What follows belongs to an exercise in optimizing a design on an open flow for small area, a short achievable clock period and few clock cycles; a production flow would make more cautious choices.
At most, simulation tests tie the RTL to the original design; equivalence was not proved.
Power and IR drop assume default switching activity.

==> inputs of job 4905 <==
==> flow/design.v (excerpt) <==
module cpu (
    input wire cpu_clock,
    input wire reset,
    output cpu_pkg::word_t mem_address,
    output logic mem_read,
    output logic mem_write,
    output cpu_pkg::word_t mem_write_data,
    input wire cpu_pkg::word_t mem_read_data
);
Settings: LEC_CHECK=0, CAP_MARGIN=20, CORE_MARGIN=2, CORE_UTILIZATION=40, SLEW_MARGIN=20; clock period 6.5 ns.
run.sh (not shown) runs the stock make flow with config.mk's settings and CLKGATE_MAP_FILE= SYNTH_SCRIPT=/design/flow/synth_recipe.tcl, a recipe that flattens the netlist after the stock synthesis.
==> job 6666: changes against job 4905 <==
--- a/flow/design.v
+++ b/flow/design.v
@@ -20,15 +20,15 @@
     localparam int ST_D = 3;
     localparam int ST_E = 4;
     localparam int ST_W = 5;
     logic [5:0] st;
     logic [5:0] st_next;
     cpu_pkg::word_t pc;
     cpu_pkg::word_t flags;
-    cpu_pkg::word_t gpr [1:6];
+    cpu_pkg::word_t r1, r2, r3, r4, r5, r6;
     cpu_pkg::word_t imm_q;
     cpu_pkg::word_t opnd;
     logic [3:0] src;
     logic [3:0] dst;
     logic [2:0] opr;         
     logic taken;
     logic copy_op;
@@ -68,16 +68,21 @@
     assign imm_v = st[ST_C] ? mem_read_data : imm_q;
     function automatic cpu_pkg::word_t base_of(input logic [3:0] code, input cpu_pkg::word_t iv);
         cpu_pkg::word_t v;
         case (code)
             4'd0: v = pc;
             4'd7: v = iv;
             4'd8: v = flags;
-            4'd15: v = iv;
-            default: v = gpr[code[2:0]];
+            4'd1, 4'd9: v = r1;
+            4'd2, 4'd10: v = r2;
+            4'd3, 4'd11: v = r3;
+            4'd4, 4'd12: v = r4;
+            4'd5, 4'd13: v = r5;
+            4'd6, 4'd14: v = r6;
+            default: v = iv;
         endcase
         base_of = v;
     endfunction
     assign base_s = base_of(src, imm_v);
     assign base_d = base_of(dst, imm_v);
     assign src_addr = base_s + ((src == 4'd15) ? 16'd0 : imm_v);
     assign s_val = (st[ST_E] | st[ST_W]) ? opnd : (src_mem ? mem_read_data : base_s);
@@ -200,32 +205,41 @@
             opnd <= st[ST_E] ? res : s_val;
         end
     end
     always_ff @(posedge cpu_clock) begin
         if (reset) begin
             pc <= '0;
             flags <= '0;
-            for (int i = 1; i <= 6; i++) begin
-                gpr[i] <= '0;
-            end
+            r1 <= '0;
+            r2 <= '0;
+            r3 <= '0;
+            r4 <= '0;
+            r5 <= '0;
+            r6 <= '0;
         end else begin
             if (fetch) begin
                 pc <= pc + 16'd2;
             end
             if (finish) begin
                 if (taken) begin
                     if (dst == 4'd0) begin
                         pc <= res;
                     end
                     if (dst == 4'd8 && copy_op) begin
                         flags <= res;
                     end
-                    if (dst >= 4'd1 && dst <= 4'd6) begin
-                        gpr[dst[2:0]] <= res;
-                    end
+                    case (dst)
+                        4'd1: r1 <= res;
+                        4'd2: r2 <= res;
+                        4'd3: r3 <= res;
+                        4'd4: r4 <= res;
+                        4'd5: r5 <= res;
+                        4'd6: r6 <= res;
+                        default: ;
+                    endcase
                 end
                 if (!copy_op) begin
                     flags[3:0] <= {alu_v, alu_c, res[15], (res == 16'd0)};
                 end
             end
         end
     end
SETUP_SLACK_MARGIN = 1.0   (was default)
==> notes <==
- In job 4905 the global-route usage is lower than in job 6666, by 3.9 points.
- Of job 6666 and job 4905, job 4905 has the higher clock skew (gap 8.4 ps).
- Of job 4905 and job 6666, job 6666 has the higher non-clock buffer count (gap 20).
- Against job 6666, the cell count of job 4905 is lower by about 3.8%.
- Sequential power: job 6666 is lower than job 4905 (29%).
- Combinational power: job 6666 is lower than job 4905 (about 30%).
Testbench counts of job 4905, summed over its fixed seeds: cycles 19,864.
Only the layout flow was run in job 6666; the RTL was not checked for function there.

* * *

==> v21 <==
==> flow/design.v <==
`default_nettype none
package cpu_pkg;
    typedef logic [15:0] word_t;
endpackage
`default_nettype wire
`timescale 1ns/1ns
`default_nettype none
module cpu (
    input wire cpu_clock,
    input wire reset,
    output cpu_pkg::word_t mem_address,
    output logic mem_read,
    output logic mem_write,
    output cpu_pkg::word_t mem_write_data,
    input wire cpu_pkg::word_t mem_read_data
);
    localparam int ST_A = 0;
    localparam int ST_B = 1;
    localparam int ST_C = 2;
    localparam int ST_D = 3;
    localparam int ST_E = 4;
    localparam int ST_W = 5;
    logic [5:0] st;
    logic [5:0] st_next;
    cpu_pkg::word_t pc;
    cpu_pkg::word_t pc_inc;
    assign pc_inc = pc + 16'd2;
    cpu_pkg::word_t flags;
    cpu_pkg::word_t r1, r2, r3, r4, r5, r6;
    cpu_pkg::word_t dq;
    cpu_pkg::word_t opnd;
    logic [3:0] src;
    logic [3:0] dst;
    logic [2:0] opr;         
    logic taken;
    logic copy_op;
    logic src_mem;
    logic dst_mem;
    logic dst_rd;
    logic need_src;
    logic store_now;
    logic jump;
    assign copy_op = (opr == 3'd0);
    assign src_mem = src[3] & (src[2:0] != 3'd0);
    assign dst_mem = dst[3] & (dst[2:0] != 3'd0);
    assign dst_rd = dst_mem & ~copy_op;
    assign need_src = src_mem & (~copy_op | (taken & (dst != 4'd7)));
    assign store_now = copy_op & dst_mem & taken;
    assign jump = taken & (dst == 4'd0);
    logic jump_fast;      
    function automatic logic effect_holds(input logic [2:0] e, input cpu_pkg::word_t f);
        logic t;
        case (e)
            3'd0: t = 1'b1;
            3'd1: t = f[0];
            3'd2: t = ~f[0];
            3'd3: t = f[2];
            3'd4: t = ~f[2];
            3'd5: t = f[1];
            3'd6: t = f[3];
            default: t = 1'b0;
        endcase
        effect_holds = t;
    endfunction
    logic b_taken;
    logic b_jump_fast;
    assign b_taken = effect_holds(mem_read_data[6:4], flags);
    assign b_jump_fast = b_taken & (mem_read_data[15:8] == 8'h70) & (mem_read_data[3:1] == 3'd0);
    function automatic logic [7:0] port_decode(input logic [3:0] code);
        logic [7:0] sel;
        sel = '0;
        case (code)
            4'd0: sel[0] = 1'b1;
            4'd1, 4'd9: sel[1] = 1'b1;
            4'd2, 4'd10: sel[2] = 1'b1;
            4'd3, 4'd11: sel[3] = 1'b1;
            4'd4, 4'd12: sel[4] = 1'b1;
            4'd5, 4'd13: sel[5] = 1'b1;
            4'd6, 4'd14: sel[6] = 1'b1;
            4'd8: sel[7] = 1'b1;
            default: ;
        endcase
        port_decode = sel;
    endfunction
    function automatic cpu_pkg::word_t port_read(input logic [7:0] sel, input cpu_pkg::word_t pcv,
                                                 input cpu_pkg::word_t a1, input cpu_pkg::word_t a2,
                                                 input cpu_pkg::word_t a3, input cpu_pkg::word_t a4,
                                                 input cpu_pkg::word_t a5, input cpu_pkg::word_t a6,
                                                 input cpu_pkg::word_t f);
        port_read = ({16{sel[0]}} & pcv)
                  | ({16{sel[1]}} & a1)
                  | ({16{sel[2]}} & a2)
                  | ({16{sel[3]}} & a3)
                  | ({16{sel[4]}} & a4)
                  | ({16{sel[5]}} & a5)
                  | ({16{sel[6]}} & a6)
                  | ({16{sel[7]}} & f);
    endfunction
    logic [7:0] psel_q;
    cpu_pkg::word_t port;
    cpu_pkg::word_t port_d;
    assign port = port_read(psel_q, pc_inc, r1, r2, r3, r4, r5, r6, flags);
    assign port_d = port_read(port_decode(mem_read_data[11:8]) & 8'hfe, pc_inc, r1, r2, r3, r4, r5, r6, flags);
    logic dst_imm;
    cpu_pkg::word_t s_val;
    cpu_pkg::word_t d_val;
    cpu_pkg::word_t src_addr;
    cpu_pkg::word_t dst_addr;
    assign dst_imm = (dst[2:0] == 3'd7) & st[ST_C];
    logic [16:0] src_sum;
    assign src_sum = {1'b0, port} + {1'b0, mem_read_data};
    assign src_addr = src_sum[15:0];
    assign dst_addr = dst_imm ? mem_read_data : dq;
    assign s_val = (st[ST_E] | st[ST_W]) ? opnd : ((src[2:0] == 3'd7) | src_mem ? mem_read_data : port);
    assign d_val = (dst_mem | dst_imm) ? mem_read_data : ((dst == 4'd0) ? pc_inc : dq);
    function automatic cpu_pkg::word_t rev(input cpu_pkg::word_t x);
        for (int i = 0; i < 16; i++) begin
            rev[i] = x[15 - i];
        end
    endfunction
    cpu_pkg::word_t res;
    logic [16:0] sum;
    cpu_pkg::word_t sh;
    logic is_sub;
    logic alu_c;
    logic alu_v;
    assign is_sub = (opr == 3'd2);
    cpu_pkg::word_t s_inv;
    assign s_inv = s_val ^ {16{is_sub}};
    assign sum = {1'b0, d_val} + {1'b0, s_inv} + {16'd0, is_sub};
    logic sum_zero;
    assign sum_zero = ((d_val ^ s_inv) == {d_val[14:0] | s_inv[14:0], is_sub});
    assign sh = (opr[0] ? rev(d_val) : d_val) << s_val[3:0];
    logic sel_s, sel_sum, sel_and, sel_xor, sel_shl, sel_shr;
    assign sel_s = (opr == 3'd0);
    assign sel_sum = (opr == 3'd1) | (opr == 3'd2);
    assign sel_and = (opr == 3'd3) | (opr == 3'd4);
    assign sel_xor = (opr == 3'd4) | (opr == 3'd5);
    assign sel_shl = (opr == 3'd6);
    assign sel_shr = (opr == 3'd7);
    cpu_pkg::word_t res_other;
    assign res_other = ({16{sel_s}} & s_val)
               | ({16{sel_and}} & (d_val & s_val))
               | ({16{sel_xor}} & (d_val ^ s_val))
               | ({16{sel_shl}} & sh)
               | ({16{sel_shr}} & rev(sh));
    assign res = res_other | ({16{sel_sum}} & sum[15:0]);
    logic res_zero;
    assign res_zero = sel_sum ? sum_zero : (res_other == 16'd0);
    assign alu_c = sel_sum & (sum[16] ^ is_sub);
    assign alu_v = sel_sum & (d_val[15] == s_inv[15]) & (sum[15] != d_val[15]);
    logic fetch;        
    logic fetch_jump;   
    logic finish;       
    logic use_src_addr;
    always_comb begin
        st_next = '0;
        fetch = 1'b0;
        fetch_jump = 1'b0;
        finish = 1'b0;
        use_src_addr = 1'b0;
        mem_read = 1'b0;
        mem_write = 1'b0;
        if (st[ST_A]) begin
            fetch = 1'b1;
            st_next[ST_B] = 1'b1;
        end
        if (st[ST_B]) begin
            fetch = 1'b1;
            st_next[ST_C] = 1'b1;
        end
        if (st[ST_C]) begin
            if (need_src) begin
                mem_read = 1'b1;
                use_src_addr = 1'b1;
                st_next[ST_D] = 1'b1;
            end else if (dst_rd) begin
                mem_read = 1'b1;
                st_next[ST_E] = 1'b1;
            end else if (store_now) begin
                mem_write = 1'b1;
                st_next[ST_A] = 1'b1;
            end else begin
                finish = 1'b1;
            end
        end
        if (st[ST_D]) begin
            if (dst_rd) begin
                mem_read = 1'b1;
                st_next[ST_E] = 1'b1;
            end else if (store_now) begin
                mem_write = 1'b1;
                st_next[ST_A] = 1'b1;
            end else begin
                finish = 1'b1;
            end
        end
        if (st[ST_E]) begin
            finish = 1'b1;
        end
        if (st[ST_W]) begin
            mem_write = 1'b1;
            st_next[ST_A] = 1'b1;
        end
        if (finish) begin
            if (st[ST_E] & taken) begin
                st_next[ST_W] = 1'b1;
            end else if (jump_fast & st[ST_C]) begin
                fetch_jump = 1'b1;
                mem_read = 1'b1;
                st_next[ST_B] = 1'b1;
            end else if (jump) begin
                st_next[ST_A] = 1'b1;
            end else begin
                fetch = 1'b1;
                st_next[ST_B] = 1'b1;
            end
        end
        if (fetch) begin
            mem_read = 1'b1;
        end
    end
    always_comb begin
        if (st[ST_A]) begin
            mem_address = pc;
        end else if (fetch) begin
            mem_address = pc_inc;
        end else if (use_src_addr | fetch_jump) begin
            mem_address = src_addr;
        end else begin
            mem_address = dst_addr;
        end
    end
    assign mem_write_data = s_val;
    always_ff @(posedge cpu_clock) begin
        if (reset) begin
            st <= 6'b000001;
        end else begin
            st <= st_next;
        end
    end
    always_ff @(posedge cpu_clock) begin
        if (st[ST_B]) begin
            src <= mem_read_data[15:12];
            dst <= mem_read_data[11:8];
            opr <= mem_read_data[3] ? 3'd0 : mem_read_data[2:0];
            taken <= b_taken;
            jump_fast <= b_jump_fast;
            psel_q <= port_decode(b_jump_fast ? (mem_read_data[0] ? 4'd0 : 4'd15) : mem_read_data[15:12]);
        end
        if (st[ST_B] | dst_imm) begin
            dq <= st[ST_B] ? port_d : mem_read_data;
        end
        if (st[ST_C] | st[ST_D] | st[ST_E]) begin
            opnd <= st[ST_E] ? res : s_val;
        end
    end
    cpu_pkg::word_t wd;
    logic [6:1] we;
    assign wd = reset ? 16'd0 : res;
    always_comb begin
        we = '0;
        if (finish & taken) begin
            case (dst)
                4'd1: we[1] = 1'b1;
                4'd2: we[2] = 1'b1;
                4'd3: we[3] = 1'b1;
                4'd4: we[4] = 1'b1;
                4'd5: we[5] = 1'b1;
                4'd6: we[6] = 1'b1;
                default: ;
            endcase
        end
        if (reset) begin
            we = '1;
        end
    end
    always_ff @(posedge cpu_clock) begin
        if (we[1]) r1 <= wd;
        if (we[2]) r2 <= wd;
        if (we[3]) r3 <= wd;
        if (we[4]) r4 <= wd;
        if (we[5]) r5 <= wd;
        if (we[6]) r6 <= wd;
    end
    always_ff @(posedge cpu_clock) begin
        if (reset) begin
            pc <= '0;
            flags <= '0;
        end else begin
            if ((fetch & ~st[ST_A]) | mem_write) begin
                pc <= pc_inc;
            end
            if (fetch_jump) begin
                pc <= src_addr;
            end
            if (finish) begin
                if (taken) begin
                    if (dst == 4'd0 && !jump_fast) begin
                        pc <= res;
                    end
                    if (dst == 4'd8 && copy_op) begin
                        flags <= res;
                    end
                end
                if (!copy_op) begin
                    flags[3:0] <= {alu_v, alu_c, res[15], res_zero};
                end
            end
        end
    end
endmodule
`default_nettype wire
==> flow/run.sh <==
#!/bin/bash
# synth_recipe.tcl (not shown) runs the flow's synth.tcl, then flattens the netlist and writes it again
# the make line also repeats each setting of config.mk as NAME=value (left out here)
make -C /OpenROAD-flow-scripts/flow DESIGN_CONFIG=/design/flow/config.mk WORK_HOME=/design/flow/orfs CLKGATE_MAP_FILE= SYNTH_SCRIPT=/design/flow/synth_recipe.tcl finish
==> flow/config.mk <==
export PLATFORM = sky130hd
export DESIGN_NAME = cpu
export DESIGN_NICKNAME = cpu
export VERILOG_FILES = /design/flow/design.v
export SDC_FILE = /design/flow/constraint.sdc
export NUM_CORES = 4
export LEC_CHECK = 0
export CAP_MARGIN = 20
export CORE_MARGIN = 2
export CORE_UTILIZATION = 40
export SETUP_SLACK_MARGIN = 1.5
export SLEW_MARGIN = 20
==> flow/constraint.sdc <==
create_clock -name core_clock -period 6.5 [get_ports {cpu_clock}]
set_input_delay 1.3000 -clock core_clock [delete_from_list [all_inputs] [get_ports {cpu_clock}]]
set_output_delay 1.3000 -clock core_clock [all_outputs]
set_load 0.01 [all_outputs]
==> inputs of v1, as changes to v21 <==
--- a/flow/design.v
+++ b/flow/design.v
@@ -22,4 +22,5 @@
     localparam int ST_W = 5;
-    logic [5:0] st;
-    logic [5:0] st_next;
+    localparam int ST_F = 6;     
+    logic [6:0] st;
+    logic [6:0] st_next;
     cpu_pkg::word_t pc;
@@ -30,3 +31,2 @@
     cpu_pkg::word_t dq;
-    cpu_pkg::word_t opnd;
     logic [3:0] src;
@@ -64,6 +64,10 @@
     endfunction
+    cpu_pkg::word_t w0;
+    logic w0_hit;
+    assign w0_hit = st[ST_W] & (dq[15:1] == pc[15:1]);
+    assign w0 = w0_hit ? sq : mem_read_data;
     logic b_taken;
     logic b_jump_fast;
-    assign b_taken = effect_holds(mem_read_data[6:4], flags);
-    assign b_jump_fast = b_taken & (mem_read_data[15:8] == 8'h70) & (mem_read_data[3:1] == 3'd0);
+    assign b_taken = effect_holds(w0[6:4], flags);
+    assign b_jump_fast = b_taken & (w0[15:8] == 8'h70) & (w0[3:1] == 3'd0);
     function automatic logic [7:0] port_decode(input logic [3:0] code);
@@ -98,7 +102,10 @@
     endfunction
-    logic [7:0] psel_q;
-    cpu_pkg::word_t port;
+    cpu_pkg::word_t sq;
+    cpu_pkg::word_t port_s;
     cpu_pkg::word_t port_d;
-    assign port = port_read(psel_q, pc_inc, r1, r2, r3, r4, r5, r6, flags);
-    assign port_d = port_read(port_decode(mem_read_data[11:8]) & 8'hfe, pc_inc, r1, r2, r3, r4, r5, r6, flags);
+    cpu_pkg::word_t pc_4;
+    assign pc_4 = {pc[15:2] + 14'd1, pc[1:0]};
+    assign port_s = port_read(port_decode(b_jump_fast ? (w0[0] ? 4'd0 : 4'd15) : w0[15:12]),
+                              pc_4, r1, r2, r3, r4, r5, r6, flags);
+    assign port_d = port_read(port_decode(w0[11:8]) & 8'hfe, pc_4, r1, r2, r3, r4, r5, r6, flags);
     logic dst_imm;
@@ -110,7 +117,13 @@
     logic [16:0] src_sum;
-    assign src_sum = {1'b0, port} + {1'b0, mem_read_data};
+    assign src_sum = {1'b0, sq} + {1'b0, mem_read_data};
     assign src_addr = src_sum[15:0];
     assign dst_addr = dst_imm ? mem_read_data : dq;
-    assign s_val = (st[ST_E] | st[ST_W]) ? opnd : ((src[2:0] == 3'd7) | src_mem ? mem_read_data : port);
-    assign d_val = (dst_mem | dst_imm) ? mem_read_data : ((dst == 4'd0) ? pc_inc : dq);
+    logic s_mem, s_sq, d_mem, d_pc, d_dq;
+    assign s_mem = ~(st[ST_E] | st[ST_W]) & ((src[2:0] == 3'd7) | src_mem);
+    assign s_sq = ~s_mem;
+    assign d_mem = dst_mem | dst_imm;
+    assign d_pc = ~d_mem & (dst == 4'd0);
+    assign d_dq = ~d_mem & (dst != 4'd0);
+    assign s_val = ({16{s_mem}} & mem_read_data) | ({16{s_sq}} & sq);
+    assign d_val = ({16{d_mem}} & mem_read_data) | ({16{d_pc}} & pc_inc) | ({16{d_dq}} & dq);
     function automatic cpu_pkg::word_t rev(input cpu_pkg::word_t x);
@@ -134,8 +147,8 @@
     logic sel_s, sel_sum, sel_and, sel_xor, sel_shl, sel_shr;
-    assign sel_s = (opr == 3'd0);
-    assign sel_sum = (opr == 3'd1) | (opr == 3'd2);
-    assign sel_and = (opr == 3'd3) | (opr == 3'd4);
-    assign sel_xor = (opr == 3'd4) | (opr == 3'd5);
-    assign sel_shl = (opr == 3'd6);
-    assign sel_shr = (opr == 3'd7);
+    assign sel_s = (opr == 3'd0) & ~reset;
+    assign sel_sum = ((opr == 3'd1) | (opr == 3'd2)) & ~reset;
+    assign sel_and = ((opr == 3'd3) | (opr == 3'd4)) & ~reset;
+    assign sel_xor = ((opr == 3'd4) | (opr == 3'd5)) & ~reset;
+    assign sel_shl = (opr == 3'd6) & ~reset;
+    assign sel_shr = (opr == 3'd7) & ~reset;
     cpu_pkg::word_t res_other;
@@ -202,3 +215,7 @@
             mem_write = 1'b1;
-            st_next[ST_A] = 1'b1;
+            st_next[ST_F] = 1'b1;
+        end
+        if (st[ST_F]) begin
+            fetch = 1'b1;
+            st_next[ST_C] = 1'b1;
         end
@@ -206,2 +223,3 @@
             if (st[ST_E] & taken) begin
+                fetch = 1'b1;
                 st_next[ST_W] = 1'b1;
@@ -236,3 +254,3 @@
         if (reset) begin
-            st <= 6'b000001;
+            st <= 7'b0000001;
         end else begin
@@ -242,15 +260,16 @@
     always_ff @(posedge cpu_clock) begin
-        if (st[ST_B]) begin
-            src <= mem_read_data[15:12];
-            dst <= mem_read_data[11:8];
-            opr <= mem_read_data[3] ? 3'd0 : mem_read_data[2:0];
+        if (st[ST_B] | st[ST_W]) begin
+            src <= w0[15:12];
+            dst <= w0[11:8];
+            opr <= w0[3] ? 3'd0 : w0[2:0];
             taken <= b_taken;
             jump_fast <= b_jump_fast;
-            psel_q <= port_decode(b_jump_fast ? (mem_read_data[0] ? 4'd0 : 4'd15) : mem_read_data[15:12]);
         end
-        if (st[ST_B] | dst_imm) begin
-            dq <= st[ST_B] ? port_d : mem_read_data;
+        if (st[ST_B] | st[ST_W]) begin
+            sq <= port_s;
+        end else if (st[ST_C] | st[ST_D] | st[ST_E]) begin
+            sq <= st[ST_E] ? res : s_val;
         end
-        if (st[ST_C] | st[ST_D] | st[ST_E]) begin
-            opnd <= st[ST_E] ? res : s_val;
+        if (st[ST_B] | st[ST_W] | dst_imm) begin
+            dq <= st[ST_C] ? mem_read_data : port_d;
         end
@@ -259,3 +278,3 @@
     logic [6:1] we;
-    assign wd = reset ? 16'd0 : res;
+    assign wd = res;
     always_comb begin
@@ -290,3 +309,3 @@
         end else begin
-            if ((fetch & ~st[ST_A]) | mem_write) begin
+            if ((fetch & ~st[ST_A]) | (mem_write & ~st[ST_W])) begin
                 pc <= pc_inc;
CORE_UTILIZATION = 65   (was 40)
PLACE_DENSITY = 0.75   (was unset)
SETUP_SLACK_MARGIN = 1.0   (was 1.5)
==> inputs of v12, as changes to v21 <==
--- a/flow/design.v
+++ b/flow/design.v
@@ -22,4 +22,5 @@
     localparam int ST_W = 5;
-    logic [5:0] st;
-    logic [5:0] st_next;
+    localparam int ST_F = 6;     
+    logic [6:0] st;
+    logic [6:0] st_next;
     cpu_pkg::word_t pc;
@@ -64,6 +65,10 @@
     endfunction
+    cpu_pkg::word_t w0;
+    logic w0_hit;
+    assign w0_hit = st[ST_W] & (dq[15:1] == pc[15:1]);
+    assign w0 = w0_hit ? opnd : mem_read_data;
     logic b_taken;
     logic b_jump_fast;
-    assign b_taken = effect_holds(mem_read_data[6:4], flags);
-    assign b_jump_fast = b_taken & (mem_read_data[15:8] == 8'h70) & (mem_read_data[3:1] == 3'd0);
+    assign b_taken = effect_holds(w0[6:4], flags);
+    assign b_jump_fast = b_taken & (w0[15:8] == 8'h70) & (w0[3:1] == 3'd0);
     function automatic logic [7:0] port_decode(input logic [3:0] code);
@@ -98,7 +103,10 @@
     endfunction
-    logic [7:0] psel_q;
-    cpu_pkg::word_t port;
+    cpu_pkg::word_t sq;
+    cpu_pkg::word_t port_s;
     cpu_pkg::word_t port_d;
-    assign port = port_read(psel_q, pc_inc, r1, r2, r3, r4, r5, r6, flags);
-    assign port_d = port_read(port_decode(mem_read_data[11:8]) & 8'hfe, pc_inc, r1, r2, r3, r4, r5, r6, flags);
+    cpu_pkg::word_t pc_4;
+    assign pc_4 = {pc[15:2] + 14'd1, pc[1:0]};
+    assign port_s = port_read(port_decode(b_jump_fast ? (w0[0] ? 4'd0 : 4'd15) : w0[15:12]),
+                              pc_4, r1, r2, r3, r4, r5, r6, flags);
+    assign port_d = port_read(port_decode(w0[11:8]) & 8'hfe, pc_4, r1, r2, r3, r4, r5, r6, flags);
     logic dst_imm;
@@ -110,6 +118,6 @@
     logic [16:0] src_sum;
-    assign src_sum = {1'b0, port} + {1'b0, mem_read_data};
+    assign src_sum = {1'b0, sq} + {1'b0, mem_read_data};
     assign src_addr = src_sum[15:0];
     assign dst_addr = dst_imm ? mem_read_data : dq;
-    assign s_val = (st[ST_E] | st[ST_W]) ? opnd : ((src[2:0] == 3'd7) | src_mem ? mem_read_data : port);
+    assign s_val = (st[ST_E] | st[ST_W]) ? opnd : ((src[2:0] == 3'd7) | src_mem ? mem_read_data : sq);
     assign d_val = (dst_mem | dst_imm) ? mem_read_data : ((dst == 4'd0) ? pc_inc : dq);
@@ -202,3 +210,7 @@
             mem_write = 1'b1;
-            st_next[ST_A] = 1'b1;
+            st_next[ST_F] = 1'b1;
+        end
+        if (st[ST_F]) begin
+            fetch = 1'b1;
+            st_next[ST_C] = 1'b1;
         end
@@ -206,2 +218,3 @@
             if (st[ST_E] & taken) begin
+                fetch = 1'b1;
                 st_next[ST_W] = 1'b1;
@@ -236,3 +249,3 @@
         if (reset) begin
-            st <= 6'b000001;
+            st <= 7'b0000001;
         end else begin
@@ -242,12 +255,12 @@
     always_ff @(posedge cpu_clock) begin
-        if (st[ST_B]) begin
-            src <= mem_read_data[15:12];
-            dst <= mem_read_data[11:8];
-            opr <= mem_read_data[3] ? 3'd0 : mem_read_data[2:0];
+        if (st[ST_B] | st[ST_W]) begin
+            src <= w0[15:12];
+            dst <= w0[11:8];
+            opr <= w0[3] ? 3'd0 : w0[2:0];
             taken <= b_taken;
             jump_fast <= b_jump_fast;
-            psel_q <= port_decode(b_jump_fast ? (mem_read_data[0] ? 4'd0 : 4'd15) : mem_read_data[15:12]);
+            sq <= port_s;
         end
-        if (st[ST_B] | dst_imm) begin
-            dq <= st[ST_B] ? port_d : mem_read_data;
+        if (st[ST_B] | st[ST_W] | dst_imm) begin
+            dq <= st[ST_C] ? mem_read_data : port_d;
         end
@@ -290,3 +303,3 @@
         end else begin
-            if ((fetch & ~st[ST_A]) | mem_write) begin
+            if ((fetch & ~st[ST_A]) | (mem_write & ~st[ST_W])) begin
                 pc <= pc_inc;
SETUP_SLACK_MARGIN = unset   (was 1.5)
==> notes <==
- Non-clock buffer count: v21 is higher than v12 (92).
- First-iteration DRC count: v1 > v12 > v21.
- The lowest combinational power belongs to v1, the highest to v21.
- Flip-flop and latch count, highest first: v12, v21, v1.
- The lowest area after synthesis belongs to v1, the highest to v12.
- Critical path depth is the same in v12 and v1.
- Between v12 and v1, the lower final cell count is in v1 (gap 19%, measured against v1).
==> figures <==
metric                                                                v1         v12         v21
Maximum number of pins on one net before global-route repair          42          54          52
Number of synthesized register bits                                  180         196         187
Switching power of the nets                                      1.62 mW     1.71 mW     1.85 mW
Post-CTS Setup Repair Bufs                                             4           0          48
Count of flip-flops with a built-in enable after synthesis           141         157         149
Die ar.                                                       0.0240 mm2  0.0413 mm2  0.0391 mm2
Worst-case reg-to-reg path depth                                      11          13          15
Sequential group share of total power                              37.3%       37.1%       32.9%
Cell count after synthesis                                          1720        1869        1714
Number of instances in the placed design                            2006        2407        2206
Detail-routed net length per standard cell                       30.0 um     29.1 um     28.6 um
Count of inverters not on the clock network in the layout             83          68          64
Run status                                      timing/DRC/antenna clean  timing/DRC/antenna clean  timing/DRC/antenna clean
Post-route cell area                                          0.0166 mm2  0.0179 mm2  0.0181 mm2
First-pass GRT wire length                                      90500 um   103000 um    95500 um
Testbench counts of v1, summed over its fixed seeds: cycles 18,290.
For v21 and v12, only the layout was checked, not whether the RTL still works.

==> re-timing with driven ports <==
Ports are ideal in the flow. The routed layouts listed here were re-timed in OpenROAD.
Step 1 (the two cells are an assumption about what drives the block):
set clk [get_ports {cpu_clock}]
set_driving_cell -lib_cell sky130_fd_sc_hd__clkbuf_16 $clk
set_driving_cell -lib_cell sky130_fd_sc_hd__buf_2 [delete_from_list [all_inputs] $clk]
Step 2 times the ports against the registers' clock, not the clock port: input delays grow and output delays shrink by t, the midpoint of the rising clock arrivals with the driver on.
a / b / c = no drivers / after step 1 / after step 2; a / b = the first two.
run | shift t [ns] | setup WS [ns] | latest minus earliest clock arrival (ns) | slew at the worst register clock pin (ns) | pins driven straight from the clock port
job 4905 | 0.597 | 0.226 / 0.191 / 0.199 | 0.020 / 0.020 | 0.06 / 0.06 | 1
job 6666 | 0.502 | 0.716 / 0.666 / 0.616 | 0.011 / 0.011 | 0.08 / 0.08 | 1
v21 | 0.505 | 0.974 / 0.921 / 0.997 | 0.028 / 0.028 | 0.10 / 0.10 | 1
v1 | 0.491 | 0.903 / 0.903 / 0.814 | 0.014 / 0.013 | 0.08 / 0.08 | 1
v12 | 0.506 | 0.202 / 0.146 / 0.175 | 0.016 / 0.017 | 0.09 / 0.09 | 1
After both steps every run listed still meets setup and hold. The setup slack of job 6666, which loses most, moves by -0.050 ns with the drivers and by -0.100 ns with both steps.
